Source: an optimization exercise on an open RTL-to-GDS flow (aim: small area, a short achievable clock period and few clock cycles per item). Production flows keep margins and buffers that such runs may drop.
In this exercise RTL edits were held to simulation tests only and were not proved equivalent to the original.

`flow/design.v`:
```
module riscv_muldiv_unit #(
    parameter int XLEN = 32
) (
    input  logic            clk,
    input  logic            rst,
    input  logic            start_i,
    input  logic [2:0]      op_i,
    input  logic [XLEN-1:0] a_i,
    input  logic [XLEN-1:0] b_i,
    input  logic            kill_i,
    output logic            freeze_pipe,
    output logic            busy_o,
    output logic            done_o,
    output logic [XLEN-1:0] result_o,
    output logic            div_zero_o
);
    localparam int K  = 8;                   
    localparam int NB = K / 2;               
    localparam int ND = (33 + K - 1) / K;    
    localparam int TW = $clog2(ND);
    localparam int BW = ND * K;
    typedef enum logic [2:0] {
        S_IDLE = 3'd0,
        S_MUL  = 3'd1,
        S_PREP = 3'd2,
        S_DIV  = 3'd3,
        S_DONE = 3'd4,
        S_FIX  = 3'd5
    } state_t;
    state_t state;
    logic [1:0]  op_q;       
    logic [32:0] xr;         
    logic [32:0] br;         
    logic [NB-1:0] bo_q;     
    logic [NB-1:0] bt_q;     
    logic [NB-1:0] bn_q;     
    logic [63:0] sr;         
    logic        rs_q;       
    logic [3:0]  cnt;        
    logic        sa_q;       
    logic        sb_q;       
    logic        dz_q;       
    logic        qz_q;       
    logic [31:0] res_q;      
    logic        neg_q;      
    logic accept;
    assign accept = (state == S_IDLE) & start_i & ~kill_i;
    logic is_div, div_sgn, mul_sga, mul_sgb;
    assign is_div  = op_i[2];
    assign div_sgn = op_i[2] & ~op_i[0];
    assign mul_sga = ~op_i[2] & (op_i[1:0] != 2'd3);
    assign mul_sgb = ~op_i[2] & ~op_i[1];
    function automatic logic [ND-1:0] fits(input logic [32:0] v);
        logic [32:0]   w;
        logic [ND-1:0] f;
        w = v[32] ? ~v : v;
        for (int i = 0; i < ND; i++) begin
            f[i] = ((w >> (K * i + K - 1)) == 33'd0);
        end
        fits = f;
    endfunction
    function automatic logic [K:0] group_sel(input logic [32:0] v, input logic [TW-1:0] t);
        logic [BW:0] e;
        e = {{(BW-32){v[32]}}, v, 1'b0};
        group_sel = e[t*K +: K+1];
    endfunction
    function automatic logic [TW-1:0] enc(input logic [ND-1:0] f);
        logic [TW-1:0] t;
        t = TW'(ND - 1);
        for (int i = ND - 2; i >= 0; i--) begin
            if (f[i]) t = TW'(i);
        end
        enc = t;
    endfunction
    logic [32:0]   a_ext, b_ext;
    logic [ND-1:0] fa, fb;
    logic          swap;
    logic [TW-1:0] tsel;
    assign a_ext = {mul_sga & a_i[31], a_i};
    assign b_ext = {mul_sgb & b_i[31], b_i};
    assign fa    = fits(a_ext);
    assign fb    = fits(b_ext);
    assign swap  = |(fa & ~fb);               
    assign tsel  = swap ? enc(fa) : enc(fb);
    logic [31:0] a_abs, b_abs;
    logic        a_neg, b_neg;
    assign a_neg = div_sgn & a_i[31];
    assign b_neg = div_sgn & b_i[31];
    assign a_abs = cneg(a_i, a_neg);
    assign b_abs = cneg(b_i, b_neg);
    function automatic logic [3*NB-1:0] booth_enc(input logic [K:0] g);
        logic [NB-1:0] o, t, n;
        for (int j = 0; j < NB; j++) begin
            n[j] = g[2*j+2];
            o[j] = g[2*j+1] ^ g[2*j];
            t[j] = (g[2*j+2] & ~g[2*j+1] & ~g[2*j]) | (~g[2*j+2] & g[2*j+1] & g[2*j]);
        end
        booth_enc = {n, t, o};
    endfunction
    logic [63:0] rows [0:NB-1];
    logic [K-1:0] bneg;
    always_comb begin : booth
        logic [33:0] r;
        bneg = '0;
        for (int j = 0; j < NB; j++) begin
            r   = ({34{bo_q[j]}} & {xr[32], xr}) | ({34{bt_q[j]}} & {xr, 1'b0});
            r   = r ^ {34{bn_q[j]}};
            bneg[2*j] = bn_q[j];
            rows[j] = {30'd0, ~r[33], r[32:0]} << (2 * j);
        end
    end
    localparam logic [63:0] BCONST = 64'd0 - ((64'd1 << 33) * (((64'd1 << (2 * NB)) - 64'd1) / 64'd3));
    function automatic logic [63:0] csa_s(input logic [63:0] a, input logic [63:0] b, input logic [63:0] c);
        csa_s = a ^ b ^ c;
    endfunction
    function automatic logic [63:0] csa_c(input logic [63:0] a, input logic [63:0] b, input logic [63:0] c);
        csa_c = {(a[62:0] & b[62:0]) | (a[62:0] & c[62:0]) | (b[62:0] & c[62:0]), 1'b0};
    endfunction
    function automatic logic [63:0] sk_add(input logic [63:0] a, input logic [63:0] b,
                                           input logic cin);
        logic [63:0] g, p, gg, pp;
        g  = a & b;
        p  = a ^ b;
        g[0] = g[0] | (p[0] & cin);
        gg = g;
        pp = p;
        for (int k = 0; k < 6; k++) begin
            for (int i = 0; i < 64; i++) begin
                if ((i >> k) & 1) begin
                    gg[i] = gg[i] | (pp[i] & gg[((i >> k) << k) - 1]);
                    pp[i] = pp[i] & pp[((i >> k) << k) - 1];
                end
            end
        end
        sk_add = p ^ {gg[62:0], cin};
    endfunction
    function automatic logic [31:0] cneg(input logic [31:0] x, input logic neg);
        logic [31:0] o;
        o = x;
        for (int k = 0; k < 5; k++) begin
            for (int i = 0; i < 32; i++) begin
                if ((i >> k) & 1) o[i] = o[i] | o[((i >> k) << k) - 1];
            end
        end
        cneg = x ^ ({o[30:0], 1'b0} & {32{neg}});
    endfunction
    logic [63:0] s_sh, s1a, c1a, s1b, c1b, s2, c2, s3, c3, pr_mul;
    assign s_sh   = {sr[63-K:0], bneg};
    assign s1a    = csa_s(rows[0], rows[1], rows[2]);
    assign c1a    = csa_c(rows[0], rows[1], rows[2]);
    assign s1b    = csa_s(rows[3], s_sh, BCONST);
    assign c1b    = csa_c(rows[3], s_sh, BCONST);
    assign s2     = csa_s(s1a, c1a, s1b);
    assign c2     = csa_c(s1a, c1a, s1b);
    assign s3     = csa_s(s2, c2, c1b);
    assign c3     = csa_c(s2, c2, c1b);
    assign pr_mul = sk_add(s3, c3, 1'b0);
    function automatic logic [5:0] lzc32(input logic [31:0] v);
        logic [5:0] n;
        n = 6'd32;
        for (int i = 0; i < 32; i++) begin
            if (v[i]) n = 6'(31 - i);
        end
        lzc32 = n;
    endfunction
    logic [5:0]  lza, lzb;
    logic [6:0]  sdiff;
    logic        b_zero, q_zero;
    logic [4:0]  sh;
    logic [32:0] d_al;
    assign lza    = lzc32(sr[63:32]);
    assign lzb    = lzc32(xr[31:0]);
    assign sdiff  = {1'b0, lzb} - {1'b0, lza};
    assign b_zero = dz_q;
    assign q_zero = qz_q;
    assign sh     = sdiff[4:0] | 5'd1;
    assign d_al   = {1'b0, xr[31:0]} << sh;
    logic        early;
    logic [31:0] early_res;
    assign early     = (state == S_PREP) & (b_zero | q_zero);
    assign early_res = op_q[1] ? sr[31:0] : {32{b_zero}};
    logic [34:0] rr, d1, d2, t1, t2;
    logic        ng1, ng2;
    logic [31:0] r_nx, q_nx, d_fin;
    logic        d_neg;
    assign rr  = {{3{rs_q}}, sr[63:32]};
    assign d1  = {2'b0, xr} ^ {35{~rs_q}};
    logic [35:0] u1, u2;
    assign u1  = {rr, 1'b1} + {d1, ~rs_q};
    assign t1  = u1[35:1];
    assign ng1 = t1[34];
    assign d2  = {3'b0, xr[32:1]} ^ {35{~ng1}};
    assign u2  = {t1, 1'b1} + {d2, ~ng1};
    assign t2  = u2[35:1];
    assign ng2 = t2[34];
    assign r_nx  = t2[31:0];
    assign q_nx  = {sr[29:0], ~ng1, ~ng2};
    assign d_neg = op_q[1] ? sa_q : (sa_q ^ sb_q);
    assign d_fin = op_q[1] ? r_nx : q_nx;
    assign busy_o      = (state != S_IDLE);
    logic fin;
    assign fin         = (state == S_DONE) | early;
    assign done_o      = fin & ~kill_i;
    assign div_zero_o  = fin & dz_q & ~kill_i;
    assign freeze_pipe = busy_o ? ~fin : (start_i & ~kill_i);
    assign result_o    = early ? early_res : cneg(res_q, neg_q);
    always_ff @(posedge clk or negedge rst) begin
        if (!rst) begin
            state <= S_IDLE;
            res_q <= '0;
            neg_q <= 1'b0;
        end else begin
            unique case (state)
                S_IDLE: begin
                    if (accept) state <= is_div ? S_PREP : S_MUL;
                end
                S_MUL: begin
                    if (kill_i) begin
                        state <= S_IDLE;
                    end else if (cnt[TW-1:0] == '0) begin
                        res_q <= (op_q == 2'd0) ? pr_mul[31:0] : pr_mul[63:32];
                        neg_q <= 1'b0;
                        state <= S_DONE;
                    end
                end
                S_PREP: begin
                    if (kill_i) begin
                        state <= S_IDLE;
                    end else if (early) begin
                        res_q <= early_res;
                        neg_q <= 1'b0;
                        state <= S_IDLE;
                    end else begin
                        state <= S_DIV;
                    end
                end
                S_DIV: begin
                    if (kill_i) begin
                        state <= S_IDLE;
                    end else if (cnt == 4'd0) begin
                        if (op_q[1] & ng2) begin
                            state <= S_FIX;
                        end else begin
                            res_q <= d_fin;
                            neg_q <= d_neg;
                            state <= S_DONE;
                        end
                    end
                end
                S_FIX: begin
                    if (kill_i) begin
                        state <= S_IDLE;
                    end else begin
                        res_q <= t1[31:0];
                        neg_q <= sa_q;
                        state <= S_DONE;
                    end
                end
                S_DONE: begin
                    state <= S_IDLE;
                end
                default: begin
                    state <= S_IDLE;
                end
            endcase
        end
    end
    always_ff @(posedge clk) begin
        unique case (state)
            S_IDLE: begin
                if (accept) begin
                    op_q <= op_i[1:0];
                    sa_q <= a_neg;
                    sb_q <= b_neg;
                    dz_q <= is_div & (b_i == 32'd0);
                    qz_q <= a_abs < b_abs;
                    if (is_div) begin
                        xr   <= {1'b0, b_abs};
                        sr   <= {a_abs, a_i};
                        rs_q <= 1'b0;
                    end else begin
                        xr     <= swap ? b_ext : a_ext;
                        br     <= swap ? a_ext : b_ext;
                        cnt    <= 4'(tsel);
                        {bn_q, bt_q, bo_q} <= booth_enc(group_sel(swap ? a_ext : b_ext, tsel));
                        sr     <= 64'd0;
                    end
                end
            end
            S_MUL: begin
                sr    <= pr_mul;
                cnt   <= cnt - 4'd1;
                {bn_q, bt_q, bo_q} <= booth_enc(group_sel(br, cnt[TW-1:0] - TW'(1)));
            end
            S_PREP: begin
                xr       <= d_al;
                cnt      <= sdiff[4:1];
                sr[31:0] <= 32'd0;
            end
            S_DIV: begin
                xr   <= (cnt != 4'd0) ? {2'b0, xr[32:2]} : {1'b0, xr[32:1]};
                cnt  <= cnt - 4'd1;
                sr   <= {r_nx, q_nx};
                rs_q <= ng2;
            end
            default: ;
        endcase
    end
endmodule
```
`flow/flow/run.sh`:
```
#!/bin/bash
set -euo pipefail
export BUFFER_PORTS_ARGS="-buffer_cell sky130_fd_sc_hd__buf_2"
bash standard.sh finish > standard.log 2>&1
```
`flow/standard.sh`:
```
#!/bin/bash
# synth_recipe.tcl (not shown) runs the flow's synth.tcl, then flattens the netlist and writes it again
# the make line also repeats each setting of config.mk as NAME=value (left out here)
make -C /OpenROAD-flow-scripts/flow DESIGN_CONFIG=/design/flow/config.mk WORK_HOME=/design/flow/orfs CLKGATE_MAP_FILE= SYNTH_SCRIPT=/design/flow/synth_recipe.tcl "${@:-finish}"
```
`flow/config.mk`:
```
export PLATFORM = sky130hd
export DESIGN_NAME = riscv_muldiv_unit
export DESIGN_NICKNAME = riscv_muldiv_unit
export VERILOG_FILES = /design/flow/design.v
export SDC_FILE = /design/flow/constraint.sdc
export NUM_CORES = 4
export LEC_CHECK = 0
export ABC_AREA = 1
export CAP_MARGIN = 20
export CORE_MARGIN = 2
export CORE_UTILIZATION = 50
export SETUP_SLACK_MARGIN = 5
export SLEW_MARGIN = 20
```
`flow/constraint.sdc`:
```
create_clock -name core_clock -period 11.0 [get_ports {clk}]
set_input_delay 2.2000 -clock core_clock [delete_from_list [all_inputs] [get_ports {clk}]]
set_output_delay 2.2000 -clock core_clock [all_outputs]
set_load 0.01 [all_outputs]
```
==> reports/qor.yml, run 1 <==
setup_path:
  cpPeakStageDelay_ps: 400
  regToRegSetupSlack_ps: 4980
  end_kind: "primary output"
  cp_max_fo: 2
  critPathKind: "reg -> out"
  crit_required_ps: 8800
  cp-start-kind: "flip-flop"
  worstPathArrival_ps: 3880
  path_common_cell: "nor2_4"
  critPathTopFamily: "simple AND/OR/NAND/NOR gates"
  critPathSlowestCell: "dfrtp_1"
  cp_num_buf_inv: 11
timing:
  tightestPinTransition_ps: 1200
  fin_ws_ps: 4920
  slew_headroom_pct: 19.3
  finalSetupViolations: 0
  finalCriticalPeriod_ps: 6080
  fmax_mhz: 165
  rsz0062_at_grt: "true"
  finalCritPeriodShare_pct: 55.3
  slew_violations: 0
  hold_viol: 0
  fin_skew_ps: 20.7
  tns_ps: 0
finish:
  final_cell_mix: "769 x nand2_1, 412 x inv_1, 309 x o21ai_0"
  fin_nets: 4618
  drive_gt1_share_pct: 15.9
  layout_commonest_cell: "nand2_1"
  multi_input_area_um2: 21400
  nFillCells: 5437
  synthToLayoutAreaGrowth_pct: 16.6
  register_area_um2: 5500
floorplan:
  initial_utilization_pct: 50.6
  die_h_um: 243
  die_w_um: 243
  ios: 107
  dieArea_um2: 59100
  fp-row-count: 87
  core_um2: 56500
drt:
  viasPerCell: 6.39
  vias: 31800
  dr_wl_met3_mm: 17.0
  drt_wl_total_mm: 138
  top_layer_used: "met5"
  drt_drc_violations_left: 0
  wl_met1_mm: 51.4
  routed-wl-met2_mm: 58.5
  first_pass_iters: 6
  drtAntennaViolNets: 0
  drt_iter0_drc: 3953
  wl_per_cell_um: 27.6
synth:
  async_flop_share_pct: 19.0
  ys_ff_latch: 189
  yosysWarnings: 2
  synth_nets: 4454
  syn_area_um2: 28600
  syn_inst: 4049
  netlist-cell-type-count: 76
  synth_area_per_cell_um2: 7.06
  synth_top_cell_by_area: "edfxtp_1"
  synth_top_area_share_pct: 16.1
  ys_seq_area_share_pct: 19.2
  synth_edf_count: 153
  synthFlopType: "edfxtp_1"
  synth.area.top_cells: "edfxtp_1 16%, nand2_1 10%, ha_1 10%"
grt:
  grt_pass1_wl_mm: 192
  grt_max_degree: 79
  grt_overflow: 0
  grt_use_total_pct: 44.2
  grt_pass1_vias: 28700
  antenna_found_initial: 7
placed_design:
  gp_congestion: 1.01
  dp.final_hpwl_mm: 102
  pre_cts_ws_ps: 3640
  numPortBuffers: 106
cts:
  clock_path_buffers: 2
  cts_hold_buf: 0
  numCtsBuffers: 17
  cts.sinks: 189
  cts_tree: "done"
  clkSlewWorstSetupHoldPaths_ps: 100
  clk_root_buffer_cell: "clkbuf_16"
  clkLatencyLatePin_ps: 540
  htreeDepth: 4
outcome:
  status: "finished clean"
flow_run:
  maxCapViolCount: 0
worst_hold_path:
  min_path_type: "reg -> reg"
==> sequential cells by signal, summed over array words and instances (netlist names) <==
name / flops
sa_q: 1
sr: 64
bt_q: 4
br: 33
cnt: 4
dz_q: 1
res_q: 32
sb_q: 1
state: 3
rs_q: 1
neg_q: 1
bn_q: 4
op_q: 2
qz_q: 1
bo_q: 4
xr: 33
==> metrics by stage <==
stage                     instances  utilization [%]  hold slack (ps)  instance area (µm²)
final                          4986             59.0              493                33300
after global routing           4982             59.0              525                33300
after CTS                      4881             55.8              498                31500
after detailed placement       4740             52.5              473                29600
after global placement         4739             52.4              472                29600
after floorplan                4049                -              453                28600
==> logic make-up after synthesis <==
logic type | count (synthesis) | share of synthesized area, %
buffers and inverters | 701 | 9.38
AOI/OAI and AO/OA | 1072 | 22.0
DFF | 189 | 19.2
adders and majority gates | 334 | 17.2
xor gates and xnor gates | 375 | 11.5
and+or+nand+nor | 1378 | 20.6
==> timing repair <==
item / 4_1_cts / 5_1_grt
pin swaps: 12 / 84
resized for setup: 100 / 205
gates cloned: 2 / 12
setup buffers: 107 / 88
endpoints found under the setup margin: 123 / 122
hold endpoints to repair: 0 / 0
==> final timing paths <==
check | start | endpoint | cells past startpoint
min in group asynchronous | rst | res_q[10] | 1
hold / removal | res_q[11] | res_q[11] | 2
setup / recovery | res_q[1] | result_o[27] | 30
hold reg to reg | res_q[11] | res_q[11] | 2
setup reg to reg | xr[4] | res_q[31] | 30
max in group asynchronous | rst | res_q[21] | 2
==> per-layer routing <==
metal	global-route usage, %	vias up
met3	12.3	520
met5	0	-
met4	27.7	8
met1	55.4	14900
met2	67.1	2246
li1	-	14200
==> tightest hold or removal path, delay by kind of cell (launching register included) <==
family | cells | cell delay, ps
simple gates | 1 | 50
compound gates | 1 | 60
flops | 1 | 360
==> cell usage after synthesis, drive strengths merged, types with 4 or more instances <==
cell / n
a21oi: 326
xor2: 288
dfrtp: 36
a221oi: 6
xnor2: 87
nand2: 795
a22oi: 10
o21a: 6
nor4: 21
a31oi: 15
clkbuf: 181
o211ai: 69
nor2: 230
or2: 15
o31ai: 13
nand3b: 5
ha: 236
o21ai: 366
a31o: 4
a21o: 12
o221ai: 35
edfxtp: 153
nand4: 35
fa: 98
nor3: 47
a21boi: 6
a211oi: 7
inv: 464
o22ai: 154
clkinv: 10
o2111ai: 12
nand3: 226
buf: 46
==> area by class of cell <==
cell class,count,area share (%)
clock buffers,17,1.28
repair buffers,365,8.66
clock inverters,15,0.668
flip-flops and latches,189,16.5
multi-input cells,3162,64.1
repair inverters,4,0.128
well taps,756,2.84
diodes,4,0.0300
inverters,474,5.81
Testbench counts, summed over its fixed seeds: cycles 14,527, ops 3,200.
==> run 2, diff against run 1 <==
--- a/flow/config.mk
+++ b/flow/config.mk
@@ -10,4 +10,5 @@
 export CORE_MARGIN = 2
 export CORE_UTILIZATION = 50
+export PLACE_DENSITY = 0.7
 export SETUP_SLACK_MARGIN = 5
 export SLEW_MARGIN = 20
==> run 2 against run 1 <==
Net effect:
- hold slack improved by 8.3 ps
- flip-flop and latch count stayed put
- die area is the same
- critical endpoint is now res_q[28]
- highest routed layer unchanged
==> reports/qor.yml, run 2 <==
outcome:
  status: "finished clean"
finish:
  design_area_um2: 33400
  largest_reg_flops: 64
  top_register: "sr"
  final_cell_mix: "767 x nand2_1, 402 x inv_1, 322 x o21ai_0"
  layout_commonest_cell: "nand2_1"
  reg_top3: "sr (64), br (33), xr (33)"
  synthToLayoutAreaGrowth_pct: 16.8
  drive_gt1_share_pct: 16.7
  fin_nets: 4641
  final_core_util_pct: 59.1
synth:
  ys_ff_latch: 189
  synthFlopType: "edfxtp_1"
  ys_top_cells_by_count: "787 x nand2_1, 448 x inv_1, 349 x o21ai_0"
  synth_area_per_cell_um2: 7.06
  synth_top_cell_by_area: "edfxtp_1"
  synth.area.top_cells: "edfxtp_1 16%, nand2_1 10%, ha_1 10%"
  yosysWarnings: 2
  ys_seq_area_share_pct: 19.2
  synth_edf_count: 153
  netlist-cell-type-count: 76
  post-synth-top-count-cell: "nand2_1"
  syn_area_um2: 28600
  syn_inst: 4049
  synth_nets: 4454
  async_flop_share_pct: 19.0
  synth_top_area_share_pct: 16.1
drt:
  vias: 32700
  drt_drc_violations_left: 0
  drtAntennaViolNets: 0
  drt_iter0_drc: 4989
  wl_per_cell_um: 28.1
  first_pass_iters: 13
  drt_wl_total_mm: 140
  viasPerCell: 6.53
floorplan:
  ios: 107
  initial_utilization_pct: 50.6
  die_h_um: 243
  core_um2: 56500
  die_w_um: 243
  fp-row-count: 87
  dieArea_um2: 59100
setup_path:
  critPathSlowestCell: "fa_1"
  cp-start-kind: "flip-flop"
  worstPathArrival_ps: 6570
  end_kind: "flip-flop"
  cpPeakStageDelay_ps: 550
  critPathKind: "reg -> reg"
  crit_required_ps: 11410
  cp_max_fo: 7
timing:
  finalSetupViolations: 0
  hold_viol: 0
  rsz0062_at_grt: "true"
  finalCriticalPeriod_ps: 6160
  finalCritPeriodShare_pct: 56.0
  tns_ps: 0
  slew_violations: 0
  fin_skew_ps: 18.4
  hold_ws_ps: 502
  slew_headroom_pct: 24.1
  tightestPinTransition_ps: 1130
  fmax_mhz: 162
cts:
  clk_root_buffer_cell: "clkbuf_16"
  clock_path_buffers: 2
  clkSlewWorstSetupHoldPaths_ps: 90
  htreeDepth: 4
  cts.sinks: 189
  numCtsBuffers: 17
  clkLatencyLatePin_ps: 530
  cts_tree: "done"
flow_run:
  maxCapViolCount: 0
grt:
  grt_pass1_vias: 29500
  grt_overflow: 0
  grt_pass1_wl_mm: 194
  grt_max_degree: 74
  antenna_found_initial: 5
  grt_use_total_pct: 44.7
placed_design:
  numPortBuffers: 106
  place_area_um2: 29600
  gp_congestion: 1.03
  dp.final_hpwl_mm: 102
worst_hold_path:
  min_path_type: "reg -> reg"
run 2: what timing repair did:
action	in CTS	in global routing
setup endpoints to repair	111	99
cloned	7	7
hold buffers	0	0
setup buffers	136	85
pin swaps	9	68
gates resized for setup	107	203
hold endpoints to repair	0	0
run 2: final timing paths:
check | from | to | slack, ps | cells after the start
max | xr[31] | res_q[28] | 4840 | 30
max reg2reg | xr[31] | res_q[28] | 4840 | 30
min in group asynchronous | rst | res_q[31] | 1690 | 1
min reg2reg | res_q[8] | res_q[8] | 500 | 2
min | res_q[8] | res_q[8] | 500 | 2
max in group asynchronous | rst | state[1] | 8870 | 1
run 2: final cells by class:
cell class | count | area [µm²]
fill | 5344 | 23100
multi-input combinational | 3162 | 21400
sequential | 189 | 5500
timing repair buffer | 386 | 2930
inverter | 474 | 1950
tap | 756 | 946
clock buffer | 18 | 429
clock inverter | 14 | 190
timing repair inverter | 6 | 40.0
antenna | 2 | 5.00
run 2: per-stage QoR:
| stage | setup slack [ps] | instances |
|---|---|---|
| floorplan | 5330 | 4049 |
| global placement | 3770 | 4738 |
| detailed placement | 3780 | 4738 |
| CTS | 4930 | 4913 |
| global route | 4690 | 5005 |
| finish | 4840 | 5007 |
run 2: per-layer routing:
metal | share of wire [%] | vias up | global-route usage (%)
met3 | 14 | 717 | 15.0
met4 | 8.9 | 12 | 28.8
met1 | 35 | 15100 | 54.9
met5 | 0.17 | - | 0
met2 | 41 | 2613 | 66.9
li1 | - | 14200 | -
run 2: worst max-delay path, delay by kind of cell (launching register included):
kind,cells,cell delay (ps)
buffers and inverters,8,1090
AND/OR/NAND/NOR,6,610
AO/OA/AOI/OAI,10,1650
XOR/XNOR,2,370
flip-flops,1,520
adder cells (fa/ha/maj),4,1770
run 2: cells by family after synthesis:
family | synth area share, %
AND/OR/NAND/NOR | 20.6
AO/OA/AOI/OAI | 22.0
buffers and inverters | 9.38
XOR/XNOR | 11.5
adder cells (fa/ha/maj) | 17.2
flip-flops | 19.2
==> run 3, diff against run 2 <==
--- a/flow/design.v
+++ b/flow/design.v
@@ -204,5 +204,5 @@
     assign div_zero_o  = fin & dz_q & ~kill_i;
     assign freeze_pipe = busy_o ? ~fin : (start_i & ~kill_i);
-    assign result_o    = early ? early_res : cneg(res_q, neg_q);
+    assign result_o    = early ? early_res : (neg_q ? -res_q : res_q);
     always_ff @(posedge clk or negedge rst) begin
         if (!rst) begin
--- a/flow/config.mk
+++ b/flow/config.mk
@@ -10,5 +10,4 @@
 export CORE_MARGIN = 2
 export CORE_UTILIZATION = 50
-export PLACE_DENSITY = 0.7
 export SETUP_SLACK_MARGIN = 5
 export SLEW_MARGIN = 20
==> run 3 against run 2 <==
Net effect:
- the layout now fails its checks (capacitance limit, slew limit)
- setup slack better by 42 ps
- register-to-register slack better by 40 ps
- utilization is 0.60 points lower
- routed wire length down 0.98%
- die area grew 0.43%
- final area shrank 0.82%
- non-clock buffer count fell by 32
- flip-flop and latch count unchanged
- hold slack better by 56 ps
- critical endpoint is now res_q[16]
- largest cell class unchanged
==> reports/qor.yml, run 3 <==
synth:
  netlist-cell-type-count: 67
  synth_top_area_share_pct: 16.0
  async_flop_share_pct: 19.0
  syn_inst: 4061
  synth_top_cell_by_area: "edfxtp_1"
  synth.area.top_cells: "edfxtp_1 16%, ha_1 10%, nand2_1 10%"
  synth_edf_count: 153
  ys_seq_area_share_pct: 19.1
  ys_ff_latch: 189
  synthFlopType: "edfxtp_1"
  post-synth-top-count-cell: "nand2_1"
  synth_area_per_cell_um2: 7.07
  synth_nets: 4467
  ys_top_cells_by_count: "765 x nand2_1, 486 x inv_1, 309 x a21oi_1"
  syn_area_um2: 28700
  yosysWarnings: 2
timing:
  fmax_mhz: 164
  tns_ps: 0
  finalCriticalPeriod_ps: 6110
  tightestPinTransition_ps: 2530
  finalCritPeriodShare_pct: 55.6
  fin_skew_ps: 24.3
  hold_viol: 0
  slew_headroom_pct: -68.9
  slew_violations: 4
  rsz0062_at_grt: "true"
  finalSetupViolations: 0
cts:
  cts.sinks: 189
  numCtsBuffers: 17
  cts_tree: "done"
  cts_hold_buf: 0
  htreeDepth: 4
  clk_root_buffer_cell: "clkbuf_16"
  clkLatencyLatePin_ps: 530
  clock_path_buffers: 2
  clkSlewWorstSetupHoldPaths_ps: 90
finish:
  layout_commonest_cell: "nand2_1"
  final_core_util_pct: 58.5
  top_register: "sr"
  reg_top3: "sr (64), br (33), xr (33)"
  design_area_um2: 33100
  drive_gt1_share_pct: 14.9
  final_cell_mix: "749 x nand2_1, 450 x inv_1, 294 x a21oi_1"
  nFillCells: 5507
  largest_reg_flops: 64
  fin_nets: 4628
  synthToLayoutAreaGrowth_pct: 15.4
setup_path:
  regToRegSetupSlack_ps: 4890
  critPathSlowestCell: "fa_1"
  worstPathArrival_ps: 6510
  crit_required_ps: 11390
  cp-start-kind: "flip-flop"
  cp_max_fo: 10
  critPathKind: "reg -> reg"
  end_kind: "flip-flop"
  crit_chain: "inv_2 -> o22ai_2 -> xor2_2 -> fa_1 -> fa_1 -> inv_1 -> fa_1 -> ha_1 -> a21oi_2 -> o21bai_1 -> a21oi_2 -> o21ai_0 -> a21oi_1 -> nor2_1 -> nor2_4 -> inv_1 -> a21oi_4 -> inv_1 -> a21oi_4 -> xor2_1 -> a21oi_1 -> a21oi_1 -> a31oi_1"
  cpPeakStageDelay_ps: 520
grt:
  grt_overflow: 0
  grt_pass1_vias: 28600
  grt_use_total_pct: 44.5
  grt_pass1_wl_mm: 193
  antenna_found_initial: 4
  grt_max_degree: 65
floorplan:
  core_um2: 56600
  ios: 107
  die_w_um: 244
  die_h_um: 244
  initial_utilization_pct: 50.7
  dieArea_um2: 59300
  fp-row-count: 87
drt:
  drt_drc_violations_left: 0
  drtAntennaViolNets: 0
  first_pass_iters: 7
  viasPerCell: 6.40
  drt_iter0_drc: 4489
  drt_wl_total_mm: 139
  wl_per_cell_um: 27.9
  vias: 31900
outcome:
  status: "finished with violations"
  violations: "capacitance limit, slew limit"
placed_design:
  numPortBuffers: 106
  dp.final_hpwl_mm: 105
  gp_congestion: 1.08
  place_area_um2: 29700
worst_hold_path:
  min_path_type: "reg -> reg"
flow_run:
  maxCapViolCount: 1
## run 3: changes by cell type after synthesis, sizes merged, moves of 14 or more
| cell | previous run | this run |
|---|---|---|
| nor2 | 230 | 249 |
| inv | 464 | 494 |
| clkbuf | 181 | 166 |
| a22oi | 10 | 47 |
| nand3 | 226 | 207 |
| a31oi | 15 | 29 |
| o21ai | 366 | 322 |
## run 3: layer usage
metal  routed length [µm]  global-route usage, %
met5                    0                      0
met4                12100                   31.7
met3                17900                   12.8
met2                56800                   64.2
met1                52400                   56.8
## run 3: path summary, 6_finish.rpt
check                           depth (start not counted)         to      start
worst max-delay path                                   23  res_q[16]     xr[31]
worst min-delay path                                    2  res_q[28]  res_q[28]
worst max register to register                         23  res_q[16]     xr[31]
worst min register to register                          2  res_q[28]  res_q[28]
max in group asynchronous                               1   state[2]        rst
min in group asynchronous                               1  res_q[14]        rst
## run 3: critical path: cells and delay by family, from the launching register on
family                     cells  cell delay [ps]
and+or+nand+nor                2              330
AOI/OAI and AO/OA             11             2170
DFF                            1              510
buffers and inverters          4              600
adders and majority gates      4             1810
xor gates and xnor gates       2              540
## run 3: cell type report
class | count | area (µm²) | share of cell area [%]
antenna | 2 | 5.00 | 0.0151
clock buffer | 17 | 425 | 1.28
clock inverter | 15 | 199 | 0.601
inverter | 502 | 2040 | 6.17
multi-input combinational | 3148 | 21200 | 64.1
sequential | 189 | 5500 | 16.6
tap | 756 | 946 | 2.86
timing repair buffer | 354 | 2720 | 8.20
timing repair inverter | 10 | 76.3 | 0.230
## run 3: cells by family after synthesis
logic type	count (synthesis)	synth area share, %
fa+ha+maj	335	17.2
simple gates	1377	20.3
flops	189	19.1
compound gates	1060	22.1
mux	1	0.0392
xor+xnor	371	11.3
buf+inv	728	9.85
## run 3: metrics by stage
| stage | cells | hold slack, ps | setup slack (ps) |
|---|---|---|---|
| CTS | 4829 | 560 | 5000 |
| detailed placement | 4747 | 540 | 3720 |
| floorplan | 4061 | 493 | 5530 |
| global route | 4991 | 603 | 4830 |
| global placement | 4747 | 531 | 3820 |
| finish | 4993 | 558 | 4890 |
## run 3: repair_timing
item                       CTS  global route
setup buffers               47           146
pin swaps                    4            64
setup endpoints to repair   89           112
gates resized for setup     69           185
gates cloned                 3            16
Testbench counts of run 3, summed over its fixed seeds: cycles 14,527, ops 3,200.
==> run 4, diff against run 3 <==
--- a/flow/design.v
+++ b/flow/design.v
@@ -30,4 +30,5 @@
     state_t state;
     logic [1:0]  op_q;       
+    logic        hi_q;       
     logic [32:0] xr;         
     logic [32:0] br;         
@@ -41,5 +42,4 @@
     logic        sb_q;       
     logic        dz_q;       
-    logic        qz_q;       
     logic [31:0] res_q;      
     logic        neg_q;      
@@ -172,6 +172,6 @@
     assign lzb    = lzc32(xr[31:0]);
     assign sdiff  = {1'b0, lzb} - {1'b0, lza};
-    assign b_zero = dz_q;
-    assign q_zero = qz_q;
+    assign b_zero = (xr[31:0] == 32'd0);
+    assign q_zero = sr[63:32] < xr[31:0];        
     assign sh     = sdiff[4:0] | 5'd1;
     assign d_al   = {1'b0, xr[31:0]} << sh;
@@ -180,10 +180,12 @@
     assign early     = (state == S_PREP) & (b_zero | q_zero);
     assign early_res = op_q[1] ? sr[31:0] : {32{b_zero}};
+    logic        fix;
     logic [34:0] rr, d1, d2, t1, t2;
     logic        ng1, ng2;
-    logic [31:0] r_nx, q_nx, d_fin;
+    logic [31:0] r_nx, q_nx;
     logic        d_neg;
+    assign fix = (state == S_FIX);
     assign rr  = {{3{rs_q}}, sr[63:32]};
-    assign d1  = {2'b0, xr} ^ {35{~rs_q}};
+    assign d1  = {2'b0, xr & {33{~fix}}} ^ {35{~rs_q}};
     logic [35:0] u1, u2;
     assign u1  = {rr, 1'b1} + {d1, ~rs_q};
@@ -197,5 +199,4 @@
     assign q_nx  = {sr[29:0], ~ng1, ~ng2};
     assign d_neg = op_q[1] ? sa_q : (sa_q ^ sb_q);
-    assign d_fin = op_q[1] ? r_nx : q_nx;
     assign busy_o      = (state != S_IDLE);
     logic fin;
@@ -204,5 +205,11 @@
     assign div_zero_o  = fin & dz_q & ~kill_i;
     assign freeze_pipe = busy_o ? ~fin : (start_i & ~kill_i);
-    assign result_o    = early ? early_res : (neg_q ? -res_q : res_q);
+    logic        dn;
+    logic [31:0] fin_val;
+    logic        fin_neg;
+    assign dn          = (state == S_DONE);
+    assign fin_val     = dn ? (hi_q ? sr[63:32] : sr[31:0]) : res_q;
+    assign fin_neg     = dn ? d_neg : neg_q;
+    assign result_o    = early ? early_res : cneg(fin_val, fin_neg);
     always_ff @(posedge clk or negedge rst) begin
         if (!rst) begin
@@ -219,6 +226,4 @@
                         state <= S_IDLE;
                     end else if (cnt[TW-1:0] == '0) begin
-                        res_q <= (op_q == 2'd0) ? pr_mul[31:0] : pr_mul[63:32];
-                        neg_q <= 1'b0;
                         state <= S_DONE;
                     end
@@ -239,11 +244,5 @@
                         state <= S_IDLE;
                     end else if (cnt == 4'd0) begin
-                        if (op_q[1] & ng2) begin
-                            state <= S_FIX;
-                        end else begin
-                            res_q <= d_fin;
-                            neg_q <= d_neg;
-                            state <= S_DONE;
-                        end
+                        state <= (op_q[1] & ng2) ? S_FIX : S_DONE;
                     end
                 end
@@ -252,10 +251,10 @@
                         state <= S_IDLE;
                     end else begin
-                        res_q <= t1[31:0];
-                        neg_q <= sa_q;
                         state <= S_DONE;
                     end
                 end
                 S_DONE: begin
+                    res_q <= fin_val;
+                    neg_q <= fin_neg;
                     state <= S_IDLE;
                 end
@@ -271,8 +270,8 @@
                 if (accept) begin
                     op_q <= op_i[1:0];
+                    hi_q <= is_div ? op_i[1] : (op_i[1:0] != 2'd0);
                     sa_q <= a_neg;
                     sb_q <= b_neg;
                     dz_q <= is_div & (b_i == 32'd0);
-                    qz_q <= a_abs < b_abs;
                     if (is_div) begin
                         xr   <= {1'b0, b_abs};
@@ -299,9 +298,12 @@
             end
             S_DIV: begin
-                xr   <= (cnt != 4'd0) ? {2'b0, xr[32:2]} : {1'b0, xr[32:1]};
+                if (cnt != 4'd0) xr <= {2'b0, xr[32:2]};
                 cnt  <= cnt - 4'd1;
                 sr   <= {r_nx, q_nx};
                 rs_q <= ng2;
             end
+            S_FIX: begin
+                sr[63:32] <= r_nx;
+            end
             default: ;
         endcase
==> flow/run.sh (new file) <==
#!/bin/bash
# synth_recipe.tcl (not shown) runs the flow's synth.tcl, then flattens the netlist and writes it again
# the make line also repeats each setting of config.mk as NAME=value (left out here)
make -C /OpenROAD-flow-scripts/flow DESIGN_CONFIG=/design/flow/config.mk WORK_HOME=/design/flow/orfs CLKGATE_MAP_FILE= SYNTH_SCRIPT=/design/flow/synth_recipe.tcl finish
removed: flow/flow/run.sh
removed: flow/standard.sh
==> run 4 against run 3 <==
Net effect:
- now clean on timing, DRC and antenna
- global-route usage decreased by 0.16 points
- critical path type is now reg -> out
- hold slack got worse by 15 ps
- routed wire length fell by 5.9%
- setup slack lost 290 ps
- register-to-register slack worse by 90 ps
- final area shrank 1.6%
- via count is 0.98% lower
- non-clock buffer count shrank 28
- synthesized area is 3.1% lower
==> reports/qor.yml, run 4 <==
grt:
  antenna_found_initial: 7
  grt_pass1_wl_mm: 187
  grt_max_degree: 76
  grt_overflow: 0
  grt_use_total_pct: 44.3
  grt_pass1_vias: 29300
finish:
  synthToLayoutAreaGrowth_pct: 17.2
  layout_commonest_cell: "nand2_1"
  largest_reg_flops: 64
  final_cell_mix: "792 x nand2_1, 433 x inv_1, 383 x o21ai_0"
  nFillCells: 5213
  fin_nets: 4561
  reg_top3: "sr (64), br (33), xr (33)"
  top_register: "sr"
  drive_gt1_share_pct: 13.0
synth:
  synth_area_per_cell_um2: 6.93
  ys_ff_latch: 188
  synth_nets: 4422
  yosysWarnings: 2
  synthFlopType: "edfxtp_1"
  post-synth-top-count-cell: "nand2_1"
  synth.area.top_cells: "edfxtp_1 16%, nand2_1 11%, ha_1 11%"
  ys_seq_area_share_pct: 19.6
  syn_area_um2: 27800
  syn_inst: 4017
  ys_top_cells_by_count: "831 x nand2_1, 462 x inv_1, 439 x o21ai_0"
  synth_top_cell_by_area: "edfxtp_1"
  synth_top_area_share_pct: 16.4
  synth_edf_count: 152
  async_flop_share_pct: 19.1
  netlist-cell-type-count: 65
placed_design:
  gp_congestion: 1.06
  numPortBuffers: 106
  dp.final_hpwl_mm: 95.9
timing:
  rsz0062_at_grt: "true"
  tightestPinTransition_ps: 1160
  finalCriticalPeriod_ps: 6400
  tns_ps: 0
  hold_ws_ps: 543
  finalSetupViolations: 0
  slew_violations: 0
  fin_skew_ps: 18.0
  finalCritPeriodShare_pct: 58.2
  fmax_mhz: 156
  slew_headroom_pct: 22.0
  hold_viol: 0
cts:
  numCtsBuffers: 17
  htreeDepth: 4
  cts.sinks: 188
  clock_path_buffers: 2
  cts_tree: "done"
  clk_root_buffer_cell: "clkbuf_16"
  clkLatencyLatePin_ps: 520
  clkSlewWorstSetupHoldPaths_ps: 80
  cts_hold_buf: 0
setup_path:
  regToRegEndpoint: "sr[53]"
  path_common_cell: "nand2_2"
  cp-start-kind: "flip-flop"
  cpPeakStageDelay_ps: 490
  crit_chain: "buf_4 -> bufbuf_16 -> nand2_1 -> o21ai_1 -> nand2_1 -> o21ai_1 -> nor2_2 -> inv_2 -> nor3_4 -> nand2_2 -> nor2_4 -> nand2_2 -> nor2_4 -> nand2_2 -> nor2_4 -> nand2_2 -> nor3_4 -> a21oi_2 -> or2_1 -> nand2_1 -> xor2_1 -> mux2i_2 -> buf_2"
  critPathSlowestCell: "edfxtp_1"
  critPathTopFamily: "simple AND/OR/NAND/NOR gates"
  cp_num_buf_inv: 4
  critPathKind: "reg -> out"
  worstPathArrival_ps: 4200
  cp_max_fo: 15
  regToRegSetupSlack_ps: 4800
  reg2reg_depth: 25
  end_kind: "primary output"
  crit_required_ps: 8800
  worstReg2RegStart: "xr[30]"
drt:
  drt_wl_total_mm: 131
  wl_met1_mm: 49.5
  drtAntennaViolNets: 0
  routed-wl-met2_mm: 53.3
  top_layer_used: "met5"
  first_pass_iters: 9
  viasPerCell: 6.43
  vias: 31600
  wl_per_cell_um: 26.6
  dr_wl_met3_mm: 17.3
  drt_drc_violations_left: 0
  drt_iter0_drc: 4575
worst_hold_path:
  hold_start: "res_q[24]"
  hold_path_end: "res_q[24]"
  hold_depth: 2
  min_path_type: "reg -> reg"
outcome:
  status: "finished clean"
floorplan:
  ios: 107
  die_h_um: 240
  dieArea_um2: 57500
  die_w_um: 240
  core_um2: 55100
  fp-row-count: 86
  initial_utilization_pct: 50.5
flow_run:
  maxCapViolCount: 0
==> run 4: cell count changes after synthesis, sizes merged, moves of 10 or more <==
cell	before	now
o211ai	73	26
nand2	785	843
inv	494	481
o21bai	13	3
nand4	42	17
nor4	18	28
a21o	13	3
nor3	53	30
xnor2	85	36
nand3	207	184
o21ai	322	483
xor2	286	254
a22oi	47	19
==> run 4: worst reg2reg max path, delay by kind of cell, from the launching register on <==
| family | cells | cell delay, ps |
|---|---|---|
| DFF | 1 | 330 |
| xor gates and xnor gates | 1 | 230 |
| AOI/OAI and AO/OA | 4 | 600 |
| buffers and inverters | 5 | 900 |
| adders and majority gates | 4 | 1800 |
| and+or+nand+nor | 11 | 2070 |
==> run 4: layout make-up <==
type                            instances  area (µm²)  area share, %
Clock inverter                         15         150          0.461
Clock buffer                           17         425           1.30
Inverter                              487        1950           5.98
Sequential cell                       188        5470           16.8
Tap cell                              748         936           2.87
Timing Repair Buffer                  326        3080           9.45
Antenna cell                            2        5.00         0.0154
Multi-Input combinational cell       3132       20600           63.1
Timing Repair inverter                  4        30.0         0.0921
==> run 4: repair_timing <==
| action | CTS | global route |
|---|---|---|
| pin swaps | 26 | 77 |
| gates resized for setup | 191 | 220 |
| setup buffers | 106 | 52 |
| setup endpoints to repair | 104 | 109 |
| hold endpoints to repair | 0 | 0 |
| cloned | 11 | 2 |
==> run 4: worst max-delay path by stage <==
stage,from,to,slack (ps),depth (start not counted)
6_report,hi_q,result_o[31],4600,23
5_1_grt,hi_q,result_o[31],4510,25
4_1_cts,hi_q,result_o[31],4600,25
3_5_place_dp,op_i[2],bt_q[2],3550,21
3_3_place_gp,op_i[2],bt_q[3],3490,21
2_1_floorplan,bn_q[0],sr[61],5540,40
==> run 4: stage by stage <==
step | cells | area [µm²] | setup slack, ps | util, %
2_1_floorplan | 4017 | 27800 | 5540 | -
3_3_place_gp | 4713 | 29400 | 3490 | 53.4
3_5_place_dp | 4713 | 29400 | 3550 | 53.4
4_1_cts | 4862 | 31400 | 4600 | 57.1
5_1_grt | 4917 | 32600 | 4510 | 59.2
6_report | 4919 | 32600 | 4600 | 59.2
==> run 4: cells by family (layout without fill, tap and decap cells) <==
family	Yosys count	after routing	share of synthesized area, %
other	0	2	0
DFF	188	188	19.6
adders and majority gates	334	334	17.7
xor gates and xnor gates	290	290	9.13
and+or+nand+nor	1380	1384	20.7
muxes	5	5	0.198
buffers and inverters	701	849	9.76
AOI/OAI and AO/OA	1119	1119	22.9
==> run 4: metal layers <==
metal / GRT usage, % / vias up
met1: 57.6 / 14800
li1: - / 14000
met5: 0 / -
met3: 11.4 / 538
met2: 64.4 / 2333
met4: 30.4 / 10
Testbench counts of run 4, summed over its fixed seeds: cycles 14,527, ops 3,200.

## static timing again, ports no longer ideal
How much do the figures lean on ideal ports? The routed layouts below were timed once more, with nothing changed but the port constraints. Step 1, drivers: a clkbuf_16 drives clk and a buf_2 each remaining input, both assumed. Step 2 also shifts input and output timing later by t, the mid clock arrival at the registers, as if the neighbouring blocks saw the same clock. Three values: ideal, step 1, step 2; two values: the first two.
run	shift t [ns]	setup WS [ns]	latest minus earliest clock arrival (ns)	worst data-port slew with drivers (ns)	pins driven straight from the clock port
run 1	0.597	4.921 / 4.853 / 4.556	0.021 / 0.020	0.07	1
run 2	0.579	4.844 / 4.844 / 4.570	0.018 / 0.018	0.06	1
run 3	0.584	4.885 / 4.885 / 4.679	0.024 / 0.024	0.05	1
run 4	0.572	4.596 / 4.530 / 4.590	0.018 / 0.018	0.05	1
For run 1, which loses most, drivers alone change the setup slack by -0.068 ns; drivers and shift together by -0.365 ns.
